Source: an optimization exercise on an open RTL-to-GDS flow (aim: small area, a short achievable clock period and few clock cycles). Production flows keep margins and buffers that such runs may drop.
No run shown here included a check of the RTL's function; only the layout flow was run.
Power figures rest on the tool's default switching activity, not on a simulated workload.

==> flow/design.v, too long to show whole: its modules and the start of the top module <==
// module window_sequencer: 71 lines
// module filter_cache: 26 lines
// module tile_mac: 1153 lines
// module mac_fa: 10 lines
// module mac_ha: 9 lines
// module output_writer: 30 lines
// module conv_top: 65 lines
module conv_top (
  input  wire logic                     clock,
  input  wire logic                     rst_n,
  input  wire logic                     go,
  output logic                          finish,
  output logic [conv_pkg::IMAGE_ADDR_W-1:0]       image_address,
  output logic                          image_enable,
  input  wire logic [conv_pkg::DATA_W-1:0]        image_data,
  output logic [conv_pkg::FILTER_ADDR_W-1:0]      filter_address,
  output logic                          filter_enable,
  input  wire logic [conv_pkg::DATA_W-1:0]        filter_data,
  output logic [conv_pkg::OUTPUT_ADDR_W-1:0]      output_address,
  output logic [conv_pkg::DATA_W-1:0]             output_data,
  output logic                          output_write
);
  // ...
==> flow/flow/run.sh <==
#!/bin/bash
# Own layout flow: the standard ORFS flow (its standard synthesis
# included) with the settings in flow/params.sh: a setup-slack target for
# the timing repair, buf_2 port buffers and the clock tree options.
# ORFS writes each tool's log under orfs/logs; standard.log has the rest.
set -uo pipefail
source flow/params.sh
bash standard.sh > standard.log 2>&1
==> flow/flow/params.sh <==
export SETUP_SLACK_MARGIN=7.75
export BUFFER_PORTS_ARGS="-buffer_cell sky130_fd_sc_hd__buf_2"
export CTS_ARGS="-sink_clustering_enable -repair_clock_nets -dont_use_dummy_load -sink_clustering_size 30 -sink_clustering_max_diameter 150"
export SETUP_MOVE_SEQUENCE=sizeup,swap
==> flow/standard.sh <==
#!/bin/bash
# synth_recipe.tcl (not shown) runs the flow's synth.tcl, then flattens the netlist and writes it again
# the make line also repeats each setting of config.mk as NAME=value (left out here)
make -C /OpenROAD-flow-scripts/flow DESIGN_CONFIG=/design/flow/config.mk WORK_HOME=/design/flow/orfs CLKGATE_MAP_FILE= SYNTH_SCRIPT=/design/flow/synth_recipe.tcl "${@:-finish}"
==> flow/config.mk <==
export PLATFORM = sky130hd
export DESIGN_NAME = conv_top
export DESIGN_NICKNAME = conv_top
export VERILOG_FILES = /design/flow/design.v
export SDC_FILE = /design/flow/constraint.sdc
export NUM_CORES = 4
export LEC_CHECK = 0
export CAP_MARGIN = 20
export CORE_MARGIN = 2
export CORE_UTILIZATION = 40
export SLEW_MARGIN = 20
export SYNTH_HIERARCHICAL = 1
==> flow/constraint.sdc <==
create_clock -name core_clock -period 11.0 [get_ports {clock}]
set_input_delay 2.2000 -clock core_clock [delete_from_list [all_inputs] [get_ports {clock}]]
set_output_delay 2.2000 -clock core_clock [all_outputs]
set_load 0.01 [all_outputs]
==> run summary, run 1 <==
status complete, no violations; Synth warnings 11; CTS tree done; Yosys reg bits 279; Finished Core Util 0.4379; Reg area 5680 um2; DRC violations left 0; Gate Count Post-Synth 1143; Tap Count around 460; total number of vias about 8000; multi-input combinational area share 0.5262; root buffer cell clkbuf_16; Clock Latency Late Sink 490 ps; DR WL met3 1480 um; Slowest-stage cell, CP dfxtp_2; cell internal pwr 2.569 mW; Layout Cells excl Fill about 1600; clock buf count 13; max reg flops 144; Hold WS 282.5 ps; Post-synth top flop dfxtp_1; xor-xnor portion of the synthesized cell area 0.09507; top-count cell post-synth dfxtp_1; sequential share of the synthesized area 0.4015; Slew Viols, Final 0; Worst path max stage delay 590 ps; CP endpoint kind register; worst hold stages 0; first-pass GRT wire length 46810 um; Peak VDD IR 170.2 uV; sequential power 1.42 mW; CP endpoint u_tile_mac.acc_c[19]$_DFF_P_; DP HPWL 20590 um; Pleak 5.994 nW; Worst R2R Path Depth 7; met2 Use GR 0.2674; Non-clk invs 20; WL/cell 17.95 um; Buf/Inv on CP 0; sequential cell area share 0.3774; FP Rows 68; Starting Density 0.4047; Psw 1.608 mW; Tot Pwr 4.178 mW
==> run 2, diff against run 1 <==
--- a/flow/design.v
+++ b/flow/design.v
@@ -836,172 +836,172 @@
   assign sg192 = ~first & acc_s[28];
   assign cg193 = ~first & acc_c[28];
   assign sg194 = ~first & acc_s[29];
   assign cg195 = ~first & acc_c[29];
   assign sg196 = ~first & acc_s[30];
   assign cg197 = ~first & acc_c[30];
   assign sg198 = ~first & acc_s[31];
   assign cg199 = ~first & acc_c[31];
-  mac_ha u_hs200 (.a(dn[0]), .b(sg137), .s(hs200), .co(hc201));
-  mac_fa u_fs202 (.a(cg139), .b(sg138), .c(pp2), .s(fs202), .co(fc203));
-  mac_fa u_fs204 (.a(dn[1]), .b(cg141), .c(sg140), .s(fs204), .co(fc205));
-  mac_fa u_fs206 (.a(pp18), .b(pp3), .c(fs204), .s(fs206), .co(fc207));
-  mac_fa u_fs208 (.a(cg143), .b(sg142), .c(pp19), .s(fs208), .co(fc209));
-  mac_fa u_fs210 (.a(pp4), .b(fc205), .c(fs208), .s(fs210), .co(fc211));
-  mac_fa u_fs212 (.a(dn[2]), .b(cg145), .c(sg144), .s(fs212), .co(fc213));
-  mac_fa u_fs214 (.a(pp20), .b(pp35), .c(pp5), .s(fs214), .co(fc215));
-  mac_fa u_fs216 (.a(fs212), .b(fc209), .c(fs214), .s(fs216), .co(fc217));
-  mac_fa u_fs218 (.a(cg147), .b(sg146), .c(pp21), .s(fs218), .co(fc219));
-  mac_fa u_fs220 (.a(pp36), .b(pp6), .c(fc213), .s(fs220), .co(fc221));
+  mac_ha u_hs200 (.a(dn[0]), .b(pp1), .s(hs200), .co(hc201));
+  mac_fa u_fs202 (.a(pp2), .b(cg139), .c(sg138), .s(fs202), .co(fc203));
+  mac_fa u_fs204 (.a(dn[1]), .b(pp18), .c(pp3), .s(fs204), .co(fc205));
+  mac_fa u_fs206 (.a(cg141), .b(sg140), .c(fc203), .s(fs206), .co(fc207));
+  mac_fa u_fs208 (.a(pp19), .b(pp4), .c(cg143), .s(fs208), .co(fc209));
+  mac_fa u_fs210 (.a(sg142), .b(fc205), .c(fs208), .s(fs210), .co(fc211));
+  mac_fa u_fs212 (.a(dn[2]), .b(pp20), .c(pp35), .s(fs212), .co(fc213));
+  mac_fa u_fs214 (.a(pp5), .b(cg145), .c(sg144), .s(fs214), .co(fc215));
+  mac_fa u_fs216 (.a(fc209), .b(fs212), .c(fs214), .s(fs216), .co(fc217));
+  mac_fa u_fs218 (.a(pp21), .b(pp36), .c(pp6), .s(fs218), .co(fc219));
+  mac_fa u_fs220 (.a(cg147), .b(sg146), .c(fc213), .s(fs220), .co(fc221));
   mac_fa u_fs222 (.a(fc215), .b(fs218), .c(fs220), .s(fs222), .co(fc223));
-  mac_fa u_fs224 (.a(dn[3]), .b(cg149), .c(sg148), .s(fs224), .co(fc225));
-  mac_fa u_fs226 (.a(pp22), .b(pp37), .c(pp52), .s(fs226), .co(fc227));
-  mac_fa u_fs228 (.a(pp7), .b(fs224), .c(fc219), .s(fs228), .co(fc229));
+  mac_fa u_fs224 (.a(dn[3]), .b(pp22), .c(pp37), .s(fs224), .co(fc225));
+  mac_fa u_fs226 (.a(pp52), .b(pp7), .c(cg149), .s(fs226), .co(fc227));
+  mac_fa u_fs228 (.a(sg148), .b(fc219), .c(fs224), .s(fs228), .co(fc229));
   mac_fa u_fs230 (.a(fs226), .b(fc221), .c(fs228), .s(fs230), .co(fc231));
-  mac_fa u_fs232 (.a(cg151), .b(sg150), .c(pp23), .s(fs232), .co(fc233));
-  mac_fa u_fs234 (.a(pp38), .b(pp53), .c(pp8), .s(fs234), .co(fc235));
+  mac_fa u_fs232 (.a(pp23), .b(pp38), .c(pp53), .s(fs232), .co(fc233));
+  mac_fa u_fs234 (.a(pp8), .b(cg151), .c(sg150), .s(fs234), .co(fc235));
   mac_fa u_fs236 (.a(fc225), .b(fc227), .c(fs232), .s(fs236), .co(fc237));
   mac_fa u_fs238 (.a(fs234), .b(fc229), .c(fs236), .s(fs238), .co(fc239));
-  mac_fa u_fs240 (.a(dn[4]), .b(cg153), .c(sg152), .s(fs240), .co(fc241));
-  mac_fa u_fs242 (.a(pp24), .b(pp39), .c(pp54), .s(fs242), .co(fc243));
-  mac_fa u_fs244 (.a(pp69), .b(pp9), .c(fs240), .s(fs244), .co(fc245));
-  mac_fa u_fs246 (.a(fc233), .b(fc235), .c(fs242), .s(fs246), .co(fc247));
-  mac_fa u_fs248 (.a(fs244), .b(fc237), .c(fs246), .s(fs248), .co(fc249));
-  mac_fa u_fs250 (.a(cg155), .b(sg154), .c(pp10), .s(fs250), .co(fc251));
-  mac_fa u_fs252 (.a(pp25), .b(pp40), .c(pp55), .s(fs252), .co(fc253));
-  mac_fa u_fs254 (.a(pp70), .b(fc241), .c(fc243), .s(fs254), .co(fc255));
+  mac_fa u_fs240 (.a(dn[4]), .b(pp24), .c(pp39), .s(fs240), .co(fc241));
+  mac_fa u_fs242 (.a(pp54), .b(pp69), .c(pp9), .s(fs242), .co(fc243));
+  mac_fa u_fs244 (.a(cg153), .b(sg152), .c(fc233), .s(fs244), .co(fc245));
+  mac_fa u_fs246 (.a(fc235), .b(fs240), .c(fs242), .s(fs246), .co(fc247));
+  mac_fa u_fs248 (.a(fc237), .b(fs244), .c(fs246), .s(fs248), .co(fc249));
+  mac_fa u_fs250 (.a(pp10), .b(pp25), .c(pp40), .s(fs250), .co(fc251));
+  mac_fa u_fs252 (.a(pp55), .b(pp70), .c(cg155), .s(fs252), .co(fc253));
+  mac_fa u_fs254 (.a(sg154), .b(fc241), .c(fc243), .s(fs254), .co(fc255));
   mac_fa u_fs256 (.a(fs250), .b(fs252), .c(fc245), .s(fs256), .co(fc257));
   mac_fa u_fs258 (.a(fc247), .b(fs254), .c(fs256), .s(fs258), .co(fc259));
-  mac_fa u_fs260 (.a(dn[5]), .b(cg157), .c(sg156), .s(fs260), .co(fc261));
-  mac_fa u_fs262 (.a(pp11), .b(pp26), .c(pp41), .s(fs262), .co(fc263));
-  mac_fa u_fs264 (.a(pp56), .b(pp71), .c(pp86), .s(fs264), .co(fc265));
-  mac_fa u_fs266 (.a(fs260), .b(fc251), .c(fc253), .s(fs266), .co(fc267));
+  mac_fa u_fs260 (.a(dn[5]), .b(pp11), .c(pp26), .s(fs260), .co(fc261));
+  mac_fa u_fs262 (.a(pp41), .b(pp56), .c(pp71), .s(fs262), .co(fc263));
+  mac_fa u_fs264 (.a(pp86), .b(cg157), .c(sg156), .s(fs264), .co(fc265));
+  mac_fa u_fs266 (.a(fc251), .b(fc253), .c(fs260), .s(fs266), .co(fc267));
   mac_fa u_fs268 (.a(fs262), .b(fs264), .c(fc255), .s(fs268), .co(fc269));
   mac_fa u_fs270 (.a(fs266), .b(fc257), .c(fs268), .s(fs270), .co(fc271));
-  mac_fa u_fs272 (.a(cg159), .b(sg158), .c(pp12), .s(fs272), .co(fc273));
-  mac_fa u_fs274 (.a(pp27), .b(pp42), .c(pp57), .s(fs274), .co(fc275));
-  mac_fa u_fs276 (.a(pp72), .b(pp87), .c(fc261), .s(fs276), .co(fc277));
+  mac_fa u_fs272 (.a(pp12), .b(pp27), .c(pp42), .s(fs272), .co(fc273));
+  mac_fa u_fs274 (.a(pp57), .b(pp72), .c(pp87), .s(fs274), .co(fc275));
+  mac_fa u_fs276 (.a(cg159), .b(sg158), .c(fc261), .s(fs276), .co(fc277));
   mac_fa u_fs278 (.a(fc263), .b(fc265), .c(fs272), .s(fs278), .co(fc279));
-  mac_fa u_fs280 (.a(fs274), .b(fs276), .c(fc267), .s(fs280), .co(fc281));
+  mac_fa u_fs280 (.a(fs274), .b(fc267), .c(fs276), .s(fs280), .co(fc281));
   mac_fa u_fs282 (.a(fs278), .b(fc269), .c(fs280), .s(fs282), .co(fc283));
-  mac_fa u_fs284 (.a(dn[6]), .b(cg161), .c(sg160), .s(fs284), .co(fc285));
-  mac_fa u_fs286 (.a(pp103), .b(pp13), .c(pp28), .s(fs286), .co(fc287));
-  mac_fa u_fs288 (.a(pp43), .b(pp58), .c(pp73), .s(fs288), .co(fc289));
-  mac_fa u_fs290 (.a(pp88), .b(fs284), .c(fc273), .s(fs290), .co(fc291));
-  mac_fa u_fs292 (.a(fc275), .b(fs286), .c(fs288), .s(fs292), .co(fc293));
+  mac_fa u_fs284 (.a(dn[6]), .b(pp103), .c(pp13), .s(fs284), .co(fc285));
+  mac_fa u_fs286 (.a(pp28), .b(pp43), .c(pp58), .s(fs286), .co(fc287));
+  mac_fa u_fs288 (.a(pp73), .b(pp88), .c(cg161), .s(fs288), .co(fc289));
+  mac_fa u_fs290 (.a(sg160), .b(fc273), .c(fc275), .s(fs290), .co(fc291));
+  mac_fa u_fs292 (.a(fs284), .b(fs286), .c(fs288), .s(fs292), .co(fc293));
   mac_fa u_fs294 (.a(fc277), .b(fc279), .c(fs290), .s(fs294), .co(fc295));
   mac_fa u_fs296 (.a(fs292), .b(fc281), .c(fs294), .s(fs296), .co(fc297));
-  mac_fa u_fs298 (.a(cg163), .b(sg162), .c(pp104), .s(fs298), .co(fc299));
-  mac_fa u_fs300 (.a(pp14), .b(pp29), .c(pp44), .s(fs300), .co(fc301));
-  mac_fa u_fs302 (.a(pp59), .b(pp74), .c(pp89), .s(fs302), .co(fc303));
+  mac_fa u_fs298 (.a(pp104), .b(pp14), .c(pp29), .s(fs298), .co(fc299));
+  mac_fa u_fs300 (.a(pp44), .b(pp59), .c(pp74), .s(fs300), .co(fc301));
+  mac_fa u_fs302 (.a(pp89), .b(cg163), .c(sg162), .s(fs302), .co(fc303));
   mac_fa u_fs304 (.a(fc285), .b(fc287), .c(fc289), .s(fs304), .co(fc305));
   mac_fa u_fs306 (.a(fs298), .b(fs300), .c(fs302), .s(fs306), .co(fc307));
   mac_fa u_fs308 (.a(fc291), .b(fc293), .c(fs304), .s(fs308), .co(fc309));
   mac_fa u_fs310 (.a(fs306), .b(fc295), .c(fs308), .s(fs310), .co(fc311));
-  mac_fa u_fs312 (.a(dn[7]), .b(cg165), .c(sg164), .s(fs312), .co(fc313));
-  mac_fa u_fs314 (.a(pp105), .b(pp120), .c(pp15), .s(fs314), .co(fc315));
-  mac_fa u_fs316 (.a(pp30), .b(pp45), .c(pp60), .s(fs316), .co(fc317));
-  mac_fa u_fs318 (.a(pp75), .b(pp90), .c(fs312), .s(fs318), .co(fc319));
-  mac_fa u_fs320 (.a(fc299), .b(fc301), .c(fc303), .s(fs320), .co(fc321));
-  mac_fa u_fs322 (.a(fs314), .b(fs316), .c(fs318), .s(fs322), .co(fc323));
-  mac_fa u_fs324 (.a(fc305), .b(fc307), .c(fs320), .s(fs324), .co(fc325));
+  mac_fa u_fs312 (.a(dn[7]), .b(pp105), .c(pp120), .s(fs312), .co(fc313));
+  mac_fa u_fs314 (.a(pp15), .b(pp30), .c(pp45), .s(fs314), .co(fc315));
+  mac_fa u_fs316 (.a(pp60), .b(pp75), .c(pp90), .s(fs316), .co(fc317));
+  mac_fa u_fs318 (.a(cg165), .b(sg164), .c(fc299), .s(fs318), .co(fc319));
+  mac_fa u_fs320 (.a(fc301), .b(fc303), .c(fs312), .s(fs320), .co(fc321));
+  mac_fa u_fs322 (.a(fs314), .b(fs316), .c(fc305), .s(fs322), .co(fc323));
+  mac_fa u_fs324 (.a(fs318), .b(fc307), .c(fs320), .s(fs324), .co(fc325));
   mac_fa u_fs326 (.a(fs322), .b(fc309), .c(fs324), .s(fs326), .co(fc327));
-  mac_fa u_fs328 (.a(cg167), .b(sg166), .c(pp106), .s(fs328), .co(fc329));
-  mac_fa u_fs330 (.a(pp121), .b(pp16), .c(pp31), .s(fs330), .co(fc331));
-  mac_fa u_fs332 (.a(pp46), .b(pp61), .c(pp76), .s(fs332), .co(fc333));
-  mac_fa u_fs334 (.a(pp91), .b(fc313), .c(fc315), .s(fs334), .co(fc335));
+  mac_fa u_fs328 (.a(pp106), .b(pp121), .c(pp16), .s(fs328), .co(fc329));
+  mac_fa u_fs330 (.a(pp31), .b(pp46), .c(pp61), .s(fs330), .co(fc331));
+  mac_fa u_fs332 (.a(pp76), .b(pp91), .c(cg167), .s(fs332), .co(fc333));
+  mac_fa u_fs334 (.a(sg166), .b(fc313), .c(fc315), .s(fs334), .co(fc335));
   mac_fa u_fs336 (.a(fc317), .b(fs328), .c(fs330), .s(fs336), .co(fc337));
   mac_fa u_fs338 (.a(fs332), .b(fc319), .c(fc321), .s(fs338), .co(fc339));
   mac_fa u_fs340 (.a(fs334), .b(fs336), .c(fc323), .s(fs340), .co(fc341));
-  mac_fa u_fs342 (.a(fc325), .b(fs338), .c(fs340), .s(fs342), .co(fc343));
-  mac_fa u_fs344 (.a(cg169), .b(sg168), .c(pp107), .s(fs344), .co(fc345));
-  mac_fa u_fs346 (.a(pp122), .b(pp17), .c(pp32), .s(fs346), .co(fc347));
-  mac_fa u_fs348 (.a(pp47), .b(pp62), .c(pp77), .s(fs348), .co(fc349));
-  mac_fa u_fs350 (.a(pp92), .b(fc329), .c(fc331), .s(fs350), .co(fc351));
+  mac_fa u_fs342 (.a(fs338), .b(fc325), .c(fs340), .s(fs342), .co(fc343));
+  mac_fa u_fs344 (.a(pp107), .b(pp122), .c(pp17), .s(fs344), .co(fc345));
+  mac_fa u_fs346 (.a(pp32), .b(pp47), .c(pp62), .s(fs346), .co(fc347));
+  mac_fa u_fs348 (.a(pp77), .b(pp92), .c(cg169), .s(fs348), .co(fc349));
+  mac_fa u_fs350 (.a(sg168), .b(fc329), .c(fc331), .s(fs350), .co(fc351));
   mac_fa u_fs352 (.a(fc333), .b(fs344), .c(fs346), .s(fs352), .co(fc353));
   mac_fa u_fs354 (.a(fs348), .b(fc335), .c(fc337), .s(fs354), .co(fc355));
   mac_fa u_fs356 (.a(fs350), .b(fs352), .c(fc339), .s(fs356), .co(fc357));
   mac_fa u_fs358 (.a(fs354), .b(fc341), .c(fs356), .s(fs358), .co(fc359));
-  mac_fa u_fs360 (.a(cg171), .b(sg170), .c(pp108), .s(fs360), .co(fc361));
-  mac_fa u_fs362 (.a(pp123), .b(pp33), .c(pp48), .s(fs362), .co(fc363));
-  mac_fa u_fs364 (.a(pp63), .b(pp78), .c(pp93), .s(fs364), .co(fc365));
+  mac_fa u_fs360 (.a(pp108), .b(pp123), .c(pp33), .s(fs360), .co(fc361));
+  mac_fa u_fs362 (.a(pp48), .b(pp63), .c(pp78), .s(fs362), .co(fc363));
+  mac_fa u_fs364 (.a(pp93), .b(cg171), .c(sg170), .s(fs364), .co(fc365));
   mac_fa u_fs366 (.a(fc345), .b(fc347), .c(fc349), .s(fs366), .co(fc367));
   mac_fa u_fs368 (.a(fs360), .b(fs362), .c(fs364), .s(fs368), .co(fc369));
   mac_fa u_fs370 (.a(fc351), .b(fc353), .c(fs366), .s(fs370), .co(fc371));
   mac_fa u_fs372 (.a(fs368), .b(fc355), .c(fs370), .s(fs372), .co(fc373));
   mac_ha u_hs374 (.a(fc357), .b(fs372), .s(hs374), .co(hc375));
-  mac_fa u_fs376 (.a(cg173), .b(sg172), .c(pp109), .s(fs376), .co(fc377));
-  mac_fa u_fs378 (.a(pp124), .b(pp34), .c(pp49), .s(fs378), .co(fc379));
-  mac_fa u_fs380 (.a(pp64), .b(pp79), .c(pp94), .s(fs380), .co(fc381));
+  mac_fa u_fs376 (.a(pp109), .b(pp124), .c(pp34), .s(fs376), .co(fc377));
+  mac_fa u_fs378 (.a(pp49), .b(pp64), .c(pp79), .s(fs378), .co(fc379));
+  mac_fa u_fs380 (.a(pp94), .b(cg173), .c(sg172), .s(fs380), .co(fc381));
   mac_fa u_fs382 (.a(fc361), .b(fc363), .c(fc365), .s(fs382), .co(fc383));
   mac_fa u_fs384 (.a(fs376), .b(fs378), .c(fs380), .s(fs384), .co(fc385));
   mac_fa u_fs386 (.a(fc367), .b(fc369), .c(fs382), .s(fs386), .co(fc387));
   mac_fa u_fs388 (.a(fs384), .b(fc371), .c(fs386), .s(fs388), .co(fc389));
   mac_ha u_hs390 (.a(fc373), .b(fs388), .s(hs390), .co(hc391));
-  mac_fa u_fs392 (.a(cg175), .b(sg174), .c(pp110), .s(fs392), .co(fc393));
-  mac_fa u_fs394 (.a(pp125), .b(pp50), .c(pp65), .s(fs394), .co(fc395));
-  mac_fa u_fs396 (.a(pp80), .b(pp95), .c(fc377), .s(fs396), .co(fc397));
+  mac_fa u_fs392 (.a(pp110), .b(pp125), .c(pp50), .s(fs392), .co(fc393));
+  mac_fa u_fs394 (.a(pp65), .b(pp80), .c(pp95), .s(fs394), .co(fc395));
+  mac_fa u_fs396 (.a(cg175), .b(sg174), .c(fc377), .s(fs396), .co(fc397));
   mac_fa u_fs398 (.a(fc379), .b(fc381), .c(fs392), .s(fs398), .co(fc399));
-  mac_fa u_fs400 (.a(fs394), .b(fc383), .c(fc385), .s(fs400), .co(fc401));
-  mac_fa u_fs402 (.a(fs396), .b(fs398), .c(fc387), .s(fs402), .co(fc403));
-  mac_fa u_fs404 (.a(fs400), .b(fc389), .c(fs402), .s(fs404), .co(fc405));
-  mac_fa u_fs406 (.a(cg177), .b(sg176), .c(pp111), .s(fs406), .co(fc407));
-  mac_fa u_fs408 (.a(pp126), .b(pp51), .c(pp66), .s(fs408), .co(fc409));
-  mac_fa u_fs410 (.a(pp81), .b(pp96), .c(fc393), .s(fs410), .co(fc411));
+  mac_fa u_fs400 (.a(fs394), .b(fc383), .c(fs396), .s(fs400), .co(fc401));
+  mac_fa u_fs402 (.a(fc385), .b(fs398), .c(fs400), .s(fs402), .co(fc403));
+  mac_fa u_fs404 (.a(fc387), .b(fs402), .c(fc389), .s(fs404), .co(fc405));
+  mac_fa u_fs406 (.a(pp111), .b(pp126), .c(pp51), .s(fs406), .co(fc407));
+  mac_fa u_fs408 (.a(pp66), .b(pp81), .c(pp96), .s(fs408), .co(fc409));
+  mac_fa u_fs410 (.a(cg177), .b(sg176), .c(fc393), .s(fs410), .co(fc411));
   mac_fa u_fs412 (.a(fc395), .b(fs406), .c(fs408), .s(fs412), .co(fc413));
   mac_fa u_fs414 (.a(fc397), .b(fc399), .c(fs410), .s(fs414), .co(fc415));
   mac_fa u_fs416 (.a(fs412), .b(fc401), .c(fs414), .s(fs416), .co(fc417));
   mac_ha u_hs418 (.a(fc403), .b(fs416), .s(hs418), .co(hc419));
-  mac_fa u_fs420 (.a(cg179), .b(sg178), .c(pp112), .s(fs420), .co(fc421));
-  mac_fa u_fs422 (.a(pp127), .b(pp67), .c(pp82), .s(fs422), .co(fc423));
-  mac_fa u_fs424 (.a(pp97), .b(fc407), .c(fc409), .s(fs424), .co(fc425));
+  mac_fa u_fs420 (.a(pp112), .b(pp127), .c(pp67), .s(fs420), .co(fc421));
+  mac_fa u_fs422 (.a(pp82), .b(pp97), .c(cg179), .s(fs422), .co(fc423));
+  mac_fa u_fs424 (.a(sg178), .b(fc407), .c(fc409), .s(fs424), .co(fc425));
   mac_fa u_fs426 (.a(fs420), .b(fs422), .c(fc411), .s(fs426), .co(fc427));
   mac_fa u_fs428 (.a(fc413), .b(fs424), .c(fc415), .s(fs428), .co(fc429));
   mac_fa u_fs430 (.a(fs426), .b(fc417), .c(fs428), .s(fs430), .co(fc431));
-  mac_fa u_fs432 (.a(cg181), .b(sg180), .c(pp113), .s(fs432), .co(fc433));
-  mac_fa u_fs434 (.a(pp128), .b(pp68), .c(pp83), .s(fs434), .co(fc435));
-  mac_fa u_fs436 (.a(pp98), .b(fc421), .c(fc423), .s(fs436), .co(fc437));
+  mac_fa u_fs432 (.a(pp113), .b(pp128), .c(pp68), .s(fs432), .co(fc433));
+  mac_fa u_fs434 (.a(pp83), .b(pp98), .c(cg181), .s(fs434), .co(fc435));
+  mac_fa u_fs436 (.a(sg180), .b(fc421), .c(fc423), .s(fs436), .co(fc437));
   mac_fa u_fs438 (.a(fs432), .b(fs434), .c(fc425), .s(fs438), .co(fc439));
   mac_fa u_fs440 (.a(fs436), .b(fc427), .c(fs438), .s(fs440), .co(fc441));
   mac_ha u_hs442 (.a(fc429), .b(fs440), .s(hs442), .co(hc443));
-  mac_fa u_fs444 (.a(cg183), .b(sg182), .c(pp114), .s(fs444), .co(fc445));
-  mac_fa u_fs446 (.a(pp129), .b(pp84), .c(pp99), .s(fs446), .co(fc447));
+  mac_fa u_fs444 (.a(pp114), .b(pp129), .c(pp84), .s(fs444), .co(fc445));
+  mac_fa u_fs446 (.a(pp99), .b(cg183), .c(sg182), .s(fs446), .co(fc447));
   mac_fa u_fs448 (.a(fc433), .b(fc435), .c(fs444), .s(fs448), .co(fc449));
   mac_fa u_fs450 (.a(fs446), .b(fc437), .c(fs448), .s(fs450), .co(fc451));
   mac_fa u_fs452 (.a(fc439), .b(fs450), .c(fc441), .s(fs452), .co(fc453));
-  mac_fa u_fs454 (.a(cg185), .b(sg184), .c(pp100), .s(fs454), .co(fc455));
-  mac_fa u_fs456 (.a(pp115), .b(pp130), .c(pp85), .s(fs456), .co(fc457));
+  mac_fa u_fs454 (.a(pp100), .b(pp115), .c(pp130), .s(fs454), .co(fc455));
+  mac_fa u_fs456 (.a(pp85), .b(cg185), .c(sg184), .s(fs456), .co(fc457));
   mac_fa u_fs458 (.a(fc445), .b(fc447), .c(fs454), .s(fs458), .co(fc459));
   mac_fa u_fs460 (.a(fs456), .b(fc449), .c(fs458), .s(fs460), .co(fc461));
   mac_ha u_hs462 (.a(fc451), .b(fs460), .s(hs462), .co(hc463));
-  mac_fa u_fs464 (.a(cg187), .b(sg186), .c(pp101), .s(fs464), .co(fc465));
-  mac_fa u_fs466 (.a(pp116), .b(pp131), .c(fc455), .s(fs466), .co(fc467));
+  mac_fa u_fs464 (.a(pp101), .b(pp116), .c(pp131), .s(fs464), .co(fc465));
+  mac_fa u_fs466 (.a(cg187), .b(sg186), .c(fc455), .s(fs466), .co(fc467));
   mac_fa u_fs468 (.a(fc457), .b(fs464), .c(fc459), .s(fs468), .co(fc469));
-  mac_fa u_fs470 (.a(fs466), .b(fc461), .c(fs468), .s(fs470), .co(fc471));
-  mac_fa u_fs472 (.a(cg189), .b(sg188), .c(pp102), .s(fs472), .co(fc473));
-  mac_fa u_fs474 (.a(pp117), .b(pp132), .c(fc465), .s(fs474), .co(fc475));
+  mac_fa u_fs470 (.a(fs466), .b(fs468), .c(fc461), .s(fs470), .co(fc471));
+  mac_fa u_fs472 (.a(pp102), .b(pp117), .c(pp132), .s(fs472), .co(fc473));
+  mac_fa u_fs474 (.a(cg189), .b(sg188), .c(fc465), .s(fs474), .co(fc475));
   mac_fa u_fs476 (.a(fs472), .b(fc467), .c(fs474), .s(fs476), .co(fc477));
   mac_ha u_hs478 (.a(fc469), .b(fs476), .s(hs478), .co(hc479));
-  mac_fa u_fs480 (.a(cg191), .b(sg190), .c(pp118), .s(fs480), .co(fc481));
-  mac_fa u_fs482 (.a(pp133), .b(fc473), .c(fs480), .s(fs482), .co(fc483));
+  mac_fa u_fs480 (.a(pp118), .b(pp133), .c(cg191), .s(fs480), .co(fc481));
+  mac_fa u_fs482 (.a(sg190), .b(fc473), .c(fs480), .s(fs482), .co(fc483));
   mac_fa u_fs484 (.a(fc475), .b(fs482), .c(fc477), .s(fs484), .co(fc485));
-  mac_fa u_fs486 (.a(cg193), .b(sg192), .c(pp119), .s(fs486), .co(fc487));
-  mac_fa u_fs488 (.a(pp134), .b(fc481), .c(fs486), .s(fs488), .co(fc489));
+  mac_fa u_fs486 (.a(pp119), .b(pp134), .c(cg193), .s(fs486), .co(fc487));
+  mac_fa u_fs488 (.a(sg192), .b(fc481), .c(fs486), .s(fs488), .co(fc489));
   mac_ha u_hs490 (.a(fc483), .b(fs488), .s(hs490), .co(hc491));
-  mac_fa u_fs492 (.a(cg195), .b(sg194), .c(pp135), .s(fs492), .co(fc493));
+  mac_fa u_fs492 (.a(pp135), .b(cg195), .c(sg194), .s(fs492), .co(fc493));
   mac_fa u_fs494 (.a(fc487), .b(fs492), .c(fc489), .s(fs494), .co(fc495));
-  mac_fa u_fs496 (.a(cg197), .b(sg196), .c(pp136), .s(fs496), .co(fc497));
+  mac_fa u_fs496 (.a(pp136), .b(cg197), .c(sg196), .s(fs496), .co(fc497));
   mac_ha u_hs498 (.a(fc493), .b(fs496), .s(hs498), .co(hc499));
   mac_fa u_fs500 (.a(cg199), .b(sg198), .c(fc497), .s(fs500), .co(fc501));
-  assign nxt_s[0] = pp1;
+  assign nxt_s[0] = sg137;
   assign nxt_c[0] = hs200;
   assign nxt_s[1] = hc201;
   assign nxt_c[1] = fs202;
-  assign nxt_s[2] = fc203;
+  assign nxt_s[2] = fs204;
   assign nxt_c[2] = fs206;
   assign nxt_s[3] = fc207;
   assign nxt_c[3] = fs210;
   assign nxt_s[4] = fc211;
   assign nxt_c[4] = fs216;
   assign nxt_s[5] = fc217;
   assign nxt_c[5] = fs222;
   assign nxt_s[6] = fc223;
==> run 2 against run 1 <==
  * Register-to-register slack about the same
  * Highest routed layer is now met5
  * Via count is 1.7% lower
  * Largest cell class unchanged
  * Count of clock-buffer cells in the layout did not move
  * Critical path type unchanged
  * Critical endpoint unchanged
  * Critical path depth unchanged
  * Worst setup slack gained 9.6 ps
  * Hold slack worse by 16 ps
  * Still clean
  * Maximum frequency up 0.30%
  * Combinational power decreased by 8%
==> run summary, run 2 <==
CTS max path bufs 3 (unchanged); first-pass GRT wire length 44840 um (was 46810 um); # fillers 3239 (was 3210); hold_buf cts 0 (unchanged); most frequent cells in the layout 227 x dfxtp_1, 142 x fa_1, 131 x xnor2_1 (was 243 x dfxtp_1, 137 x fa_1, 134 x xnor2_1); Post-synth EDFFs 0 (unchanged); Post-synth ARST share 0 (unchanged); Yosys reg bits 279 (unchanged); Iter 0 DRT Violations 431 (was 559); Syn Nets 1392 (unchanged); Routed WL 27670 um (was 28590 um); worst-margin pin slew 586.5 ps (was 607.0 ps); post-CTS setup buffers 0 (unchanged); WL/cell 17.42 um (was 17.95 um); Setup Skew 59.01 ps (was 41.00 ps); Syn Std Cell Area 13910 um2 (unchanged); area leader, netlist dfxtp_1 (unchanged); fin crit period 3240 ps (was 3249 ps); crit-path cells a22oi_1 > xnor2_1 > fa_2 > fa_2 > fa_1 > fa_1 > fa_1 (was a22oi_1 > xnor2_1 > fa_1 > fa_1 > fa_2 > fa_2 > fa_1); Layout Cells excl Fill 1588 (was 1593); core region area 34370 um2 (unchanged); CTS sink count 279 (unchanged); sequential share of the synthesized area 0.4015 (unchanged); maximum fanout along the worst path 16 (was 17); Gate Count Post-Synth 1143 (unchanged); Worst setup SP type register (unchanged); clock transition at the registers of the reported paths 110 ps (was 120 ps); Final ANT Viol Nets 0 (unchanged); Cell variety after synth 59 (unchanged); Slew Viols, Final 0 (unchanged); Post-synth top flop dfxtp_1 (unchanged); Peak VDD IR 137.4 uV (was 170.2 uV); top-count cell post-synth dfxtp_1 (unchanged); Nets 1383 (was 1388); DRC violations left 0 (unchanged); area grow syn2layout 9.318% (was 8.212%); num ports 71 (unchanged); htree depth 1 (unchanged); Buf/Inv on CP 0 (unchanged); top cell type's share of synthesized area 0.4015 (unchanged); maximum number of pins on one net before global-route repair 66 (was 51); CP endpoint kind register (unchanged); Slowest-stage cell, CP fa_2 (was dfxtp_2); root buffer cell clkbuf_16 (unchanged); Final period util 0.2945 (was 0.2954); final setup margin 7760 ps (was 7751 ps); Hold Path Class register to register (unchanged); top post-synthesis cells by count 279 x dfxtp_1, 154 x fa_1, 137 x xnor2_1 (unchanged); total number of vias 7878 (was 8013); vias in the first global route 8225 (was 8432); PD cells 263.9 nW/um2 (was 277.5 nW/um2); Clock Latency Late Sink 500 ps (was 490 ps); max_cap viols 0 (unchanged); Synth warnings 11 (unchanged); CP required 11370 ps (was 11380 ps); Synth area leaders dfxtp_1 40%, fa_1 22%, xnor2_1 8.6% (unchanged); initial antenna violation count 1 (unchanged); status complete, no violations (unchanged); Largest regs u_filter_cache.ring x144, u_tile_mac.acc_c x32, u_tile_mac.acc_s x32 (unchanged); worst relative slew slack 0.6090 (was 0.5953); Starting Density 0.4047 (unchanged); Die H 190.5 um (unchanged); FP Rows 68 (unchanged); pre-CTS WS 7200 ps (was 7289 ps); RePlAce Congestion 0.8531 (was 0.8302); highest clock rate 0.3087 GHz (was 0.3078 GHz); DRT Pass-1 Iters 5 (was 6); Pleak 6.006 nW (was 5.994 nW); dpl cells 1574 (was 1579); CP Class register to register (unchanged); die width 190.5 um (unchanged); synthesized area per cell 12.17 um2 (unchanged); share of cells above drive strength 1 0.1846 (was 0.1653); Buffers on Ports 68 (unchanged); Critical Path AT 3610 ps (was 3630 ps); CTS tree done (unchanged); Final Hold Viols 0 (unchanged); RSZ-0062 raised after global routing yes (unchanged); Setup TNS Final 0 ps (unchanged); post-DR vias/cell 4.961 (was 5.030); Worst path most repeated cell fa_1 (unchanged); largest register by flop count u_filter_cache.ring (unchanged); Tot Pwr 4.014 mW (was 4.178 mW); cell family with most CP delay adder cells (unchanged); max reg flops 144 (unchanged); Worst path max stage delay 510 ps (was 590 ps); GR Overflow Total 0 (unchanged); die footprint 36280 um2 (unchanged); cts bufs inserted 13 (unchanged); DP HPWL 19860 um (was 20590 um); Total Routing Usage GR 0.1570 (was 0.1647); commonest non-fill, non-tap cell in the layout dfxtp_1 (unchanged); Final Setup Violations 0 (unchanged)
-- run 2: cell counts after synthesis --
Identical to the previous run, type by type.
-- run 2: timing repair --
action                                  4_1_cts  5_1_grt
pin swaps                                     8       20
endpoints found under the setup margin       47       35
resized for setup                            82       63
-- run 2: Yosys stat by module (local to each module, per instance), excerpt --
module,flip-flops and latches,area (um2),copies in the design,cells
filter_cache,146,3196,1,168
mac_fa,0,20.02,142,1
mac_ha,0,12.51,9,1
output_writer,6,320.3,1,34
tile_mac,103,6252,1,675
window_sequencer,24,1187,1,115
-- run 2: final timing paths --
kind / start / end / depth (start not counted) / slack, ps
hold reg to reg: u_filter_cache.ring[3][2]$_DFF_P_ / u_filter_cache.ring[2][2]$_DFF_P_ / 0 / 270
setup reg to reg: u_tile_mac.d2[2]$_DFF_P_ / u_tile_mac.acc_c[19]$_DFF_P_ / 7 / 7760
hold / removal: u_filter_cache.ring[3][2]$_DFF_P_ / u_filter_cache.ring[2][2]$_DFF_P_ / 0 / 270
setup / recovery: u_tile_mac.d2[2]$_DFF_P_ / u_tile_mac.acc_c[19]$_DFF_P_ / 7 / 7760
-- run 2: cell families after synthesis --
kind of cell | count (synthesis) | share of synthesized area
xor+xnor | 151 | 0.09507
flops | 279 | 0.4015
other cells | 2 | 0.0005399
fa+ha+maj | 214 | 0.2756
simple gates | 179 | 0.07573
mux | 18 | 0.01799
compound gates | 180 | 0.09390
buf+inv | 120 | 0.03967
-- run 2: layout make-up --
type | instances | area [um2] | area share
clock buffer | 13 | 325.3 | 0.02139
timing repair buffer | 76 | 465.4 | 0.03061
tap | 455 | 569.3 | 0.03744
sequential | 279 | 5748 | 0.3780
multi-input combinational | 744 | 8021 | 0.5275
inverter | 20 | 75.07 | 0.004937
antenna | 1 | 2.502 | 0.0001646
-- run 2: power by group --
group	internal, mW	switching [mW]	total [mW]	leakage (nW)
registers	1.26	0.158	1.42	2.36
logic	1.02	1.06	2.08	3.49
clock network	0.214	0.299	0.513	0.160
total	2.49	1.52	4.01	6.01
-- run 2: routing by layer --
metal | share of wire | global-route usage | vias to the layer above
met1 | 0.45 | 0.2120 | 3948
met2 | 0.48 | 0.2643 | 163
met3 | 0.050 | 0.02724 | 29
li1 | - | - | 3736
met5 | 0.00047 | 0 | -
met4 | 0.017 | 0.03399 | 2
-- run 2: stage by stage --
| step | utilization | hold WS, ps | instance area, um2 |
|---|---|---|---|
| after floorplan | - | 309.6 | 14020 |
| after global placement | 0.4192 | 310.3 | 14410 |
| after detailed placement | 0.4192 | 312.1 | 14410 |
| after CTS | 0.4350 | 267.3 | 14950 |
| after global routing | 0.4423 | 260.8 | 15200 |
| final | 0.4424 | 266.2 | 15210 |

[afterwards: timing with drivers on the ports]
In the flow no input, the clock included, has a driving cell. The finished layouts below were timed again as built, in two steps. Step 1, drivers: a clkbuf_16 drives clock and a buf_2 each remaining input, both assumed. Step 2 moves the port delays by t, midway between the first and last clock arrival at a register: inputs arrive t later, outputs are due t later. That takes back most of the time a late clock gives input paths. a / b / c = no drivers / after step 1 / after step 2; a / b = the first two.
| run | shift t [ns] | setup slack, ns | worst register clock-pin slew, ns |
|---|---|---|---|
| run 1 | 0.522 | 7.751 / 7.751 / 7.751 | 0.12 / 0.12 |
| run 2 | 0.524 | 7.760 / 7.746 / 7.760 | 0.12 / 0.12 |
After both steps setup and hold are still met in every run listed.
